This design comes from an exercise in tuning for small area, a short achievable clock period and few clock cycles on the open sky130 flow, not from production work. Function was checked by simulation only, so behaviour that the tests miss may differ from the original.

==> yarrow <==
Design gcn_top, start of the top module:
module gcn_top (
    input  logic                                      clk,
    input  logic                                      rst_n,
    input  logic                                      start,
    input  logic [6-1:0][3-1:0]    edge_src,
    input  logic [6-1:0][3-1:0]    edge_dst,
    input  logic [6-1:0][5-1:0]    feat_col,
    input  logic [3-1:0][5-1:0]  weight_row,
    output logic                                      feat_re,
    output logic [4-1:0]                    feat_addr,
    output logic [6-1:0][2-1:0]   y,
    output logic                                      done
);
Settings: LEC_CHECK=0, CAP_MARGIN=20, CORE_MARGIN=2, CORE_UTILIZATION=40, SETUP_SLACK_MARGIN=4.3, SLEW_MARGIN=20, SYNTH_HIERARCHICAL=1; clock period 7.5 ns.
run.sh (not shown) runs the stock make flow with config.mk's settings and CLKGATE_MAP_FILE= SYNTH_SCRIPT=/design/flow/synth_recipe.tcl, a recipe that flattens the netlist after the stock synthesis.
==> raven (differences from yarrow) <==
SETUP_SLACK_MARGIN = 3.6   (was 4.3)
==> onyx (differences from yarrow) <==
SETUP_SLACK_MARGIN = 4.0   (was 4.3)
==> qor summary <==
| quantity | raven | yarrow | onyx |
|---|---|---|---|
| Detailed placer's ending HPWL | 78,250 microns | 79,920 microns | 78,250 microns |
| DRT iter0 DRCs | 1,999 | 2,425 | 2,309 |
| Routed vias | 30,398 | 31,980 | 31,323 |
| Fraction of area in non-clock buffers | 0.02865 | 0.07285 | 0.05658 |
| Detail-routed via count per cell | 5.434 | 5.551 | 5.502 |
| DR WL met3 | 5862 microns | 8949 microns | 7544 microns |
| Clock transition time at the flip-flop clock pins of the worst setup and hold paths | 0.07 ns | 0.06 ns | 0.07 ns |
| Capture instance of the worst register-to-register path | i_xfm.g_node[1].g_cls[2].u_mac.acc[10] | i_xfm.g_node[1].g_cls[2].u_mac.acc[10] | i_argmax.y[5] |
| Source of the worst hold timing path | i_agg.wd_r[5] | i_agg.wd_r[4] | i_agg.wd_r[5] |
| RSZ-0062 raised after global routing | false | true | true |
| Clk_buf instances | 74 | 73 | 74 |
| Worst setup slack after layout | 3.776 ns | 4.044 ns | 4.032 ns |
| Clk latency of the worst-skew pair | 0.65 ns | 0.66 ns | 0.66 ns |
| Slowest stage cell on the critical path | dfxtp_4 | fa_1 | fa_1 |
| Proportion of cell area occupied by multi-input gates | 0.6887 | 0.6734 | 0.6687 |
| Multi-input logic area | 0.03113 sq mm | 0.03359 sq mm | 0.03132 sq mm |
| Initial antenna violation count | 1 | 3 | 1 |
| Minimum setup slack after placement | 3.457 ns | 3.489 ns | 3.457 ns |
| Placement-stage cell area | 0.04306 sq mm | 0.04306 sq mm | 0.04306 sq mm |
| Status | no timing/DRC/antenna violations | no timing/DRC/antenna violations | no timing/DRC/antenna violations |
Testbench counts of yarrow, summed over its fixed seeds: cycles 8,064.
Testbench counts of raven, summed over its fixed seeds: cycles 8,064.
Testbench counts of onyx, summed over its fixed seeds: cycles 8,064.

==> build 30: inputs <==
Another version of the RTL of gcn_top (not shown whole).
clock: 7.5 ns
lec_check: 0
cap_margin: 20
core_margin: 2
core_utilization: 40
setup_slack_margin: 4.0
slew_margin: 20
synth_hierarchical: 1
==> trial 14 (differences from build 30) <==
--- a/flow/design.v
+++ b/flow/design.v
@@ -64,28 +64,30 @@
     input  logic [3-1:0][5-1:0]  weight_row,
     output logic [6-1:0][8-1:0]     agg_sum,
     output logic [3-1:1][9-1:0]    wdiff
 );
     logic [6-1:0][5-1:0]  xr;
-    logic [3-1:1][9-1:0]  wd_nxt, wd_r;
+    logic [3-1:1][5:0]            wd_r;
+    logic [3-1:1][9-1:0]  wd_nxt;
     logic [6-1:0][8-1:0]   sum_nxt;
+    always_ff @(posedge clk) begin
+        xr <= feat_col;
+        for (int c = 1; c < 3; c++)
+            wd_r[c] <= 6'(weight_row[c]) - 6'(weight_row[0]);
+    end
     always_comb begin
         for (int c = 1; c < 3; c++) begin
             logic [6:0] d;
-            d = {6'(weight_row[c]) - 6'(weight_row[0]), 1'b0};
+            d = {wd_r[c], 1'b0};
             for (int i = 0; i < 3; i++) begin
                 wd_nxt[c][3 * i]     = d[2 * i + 1] ^ d[2 * i];
                 wd_nxt[c][3 * i + 1] = (d[2 * i + 2] & ~d[2 * i + 1] & ~d[2 * i]) |
                                        (~d[2 * i + 2] & d[2 * i + 1] & d[2 * i]);
                 wd_nxt[c][3 * i + 2] = d[2 * i + 2] & ~(d[2 * i + 1] & d[2 * i]);
             end
         end
     end
-    always_ff @(posedge clk) begin
-        xr   <= feat_col;
-        wd_r <= wd_nxt;
-    end
     logic ag_0, ag_1, ag_2, ag_3, ag_4, ag_5, ag_6, ag_7;
     logic ag_8, ag_9, ag_10, ag_11, ag_12, ag_13, ag_14, ag_15;
     logic ag_16, ag_17, ag_18, ag_19, ag_20, ag_21, ag_22, ag_23;
     logic ag_24, ag_25, ag_26, ag_27, ag_28, ag_29, ag_30, ag_31;
     logic ag_32, ag_33, ag_34, ag_35, ag_36, ag_37, ag_38, ag_39;
@@ -447,11 +449,11 @@
     assign ag_454 = 1'b0 & ag_452;
     assign ag_455 = 1'b0 & ag_453;
     assign sum_nxt[5] = {(1'b0 ^ ag_452), (ag_419 ^ ag_450), (ag_430 ^ ag_448), (ag_428 ^ ag_446), (ag_426 ^ ag_440), (ag_424 ^ ag_438), (ag_422 ^ ag_421), ag_420};
     always_ff @(posedge clk) begin
         agg_sum <= sum_nxt;
-        wdiff   <= wd_r;
+        wdiff   <= wd_nxt;
     end
 endmodule
 `timescale 1ns/1ps
 module gcn_transform (
     input  logic                                                      clk,
Settings changed: ABC_CLOCK_PERIOD_IN_PS from default to 3000, CTS_BUF_LIST from default to sky130_fd_sc_hd__clkbuf_16, CTS_CLUSTER_DIAMETER from default to 80, CTS_CLUSTER_SIZE from default to 20.
==> build 61 (differences from build 30) <==
Settings changed: SETUP_SLACK_MARGIN 4.0 to 4.3.
==> comparison table <==
item                                                                               build 61               trial 14               build 30
Run status                                                                   finished clean         finished clean         finished clean
Share of final-layout standard cells stronger than drive strength 1                   0.225                  0.137                  0.137
Effective utilization at floorplan                                                    0.405                  0.404                  0.405
Fillers                                                                                9436                   9763                   9805
Crit path top cell by count                                          sky130_fd_sc_hd__buf_4  sky130_fd_sc_hd__ha_1  sky130_fd_sc_hd__ha_1
Net count of the mapped netlist                                                        5248                   5225                   5248
Minimum setup slack among reg-to-reg paths                                          4110 ps                4060 ps                4070 ps
Sink count of the clock tree                                                            405                    399                    405
Antenna diode count                                                                       2                      1                      1
Largest incremental delay on the critical path                                       530 ps                 590 ps                 510 ps
Inserted Clock Buffers                                                                   52                     34                     54
Slew at the pin closest to its max-slew limit                                        752 ps                 992 ps                 885 ps
Shortest period the worst path allows                                               3390 ps                3440 ps                3430 ps
Testbench counts of build 30, summed over its fixed seeds: cycles 8,064.
Testbench counts of trial 14, summed over its fixed seeds: cycles 8,064.
Testbench counts of build 61, summed over its fixed seeds: cycles 8,064.

## afterwards: timing with drivers on the ports
How much do the figures lean on ideal ports? The routed layouts below were timed once more, with nothing changed but the port constraints. Step 1: set_driving_cell puts a clkbuf_16 on clk and a buf_2 on each other input, an assumption about the parent block. Step 2 adds t to the input delays and takes it off the output delays; t is the mean of the earliest and latest rising clock arrival at the registers after step 1. Input paths then give back, and output paths get back, about the clock's delay inside the block. Three values: no drivers, after step 1, after step 2; two values: the first two.
run | shift t [ns] | setup WS [ns] | hold WS [ns] | worst setup path after step 2 | worst data-port slew with drivers (ns)
yarrow | 0.708 | 4.044 / 4.044 / 3.722 | 0.323 / 0.323 / 0.323 | input to register | 0.08
raven | 0.701 | 3.776 / 3.776 / 3.606 | 0.323 / 0.323 / 0.323 | input to register | 0.06
onyx | 0.706 | 4.032 / 4.032 / 3.681 | 0.322 / 0.322 / 0.322 | input to register | 0.06
build 30 | 0.726 | 4.069 / 4.069 / 3.413 | 0.320 / 0.320 / 0.320 | input to register | 0.10
trial 14 | 0.665 | 4.061 / 4.061 / 3.563 | 0.394 / 0.394 / 0.394 | input to register | 0.09
build 61 | 0.710 | 4.107 / 4.107 / 3.663 | 0.324 / 0.324 / 0.324 | input to register | 0.09
After both steps setup and hold are still met in every run listed. The setup slack of build 30, which loses most, moves by 0.000 ns with the drivers and by -0.656 ns with both steps.
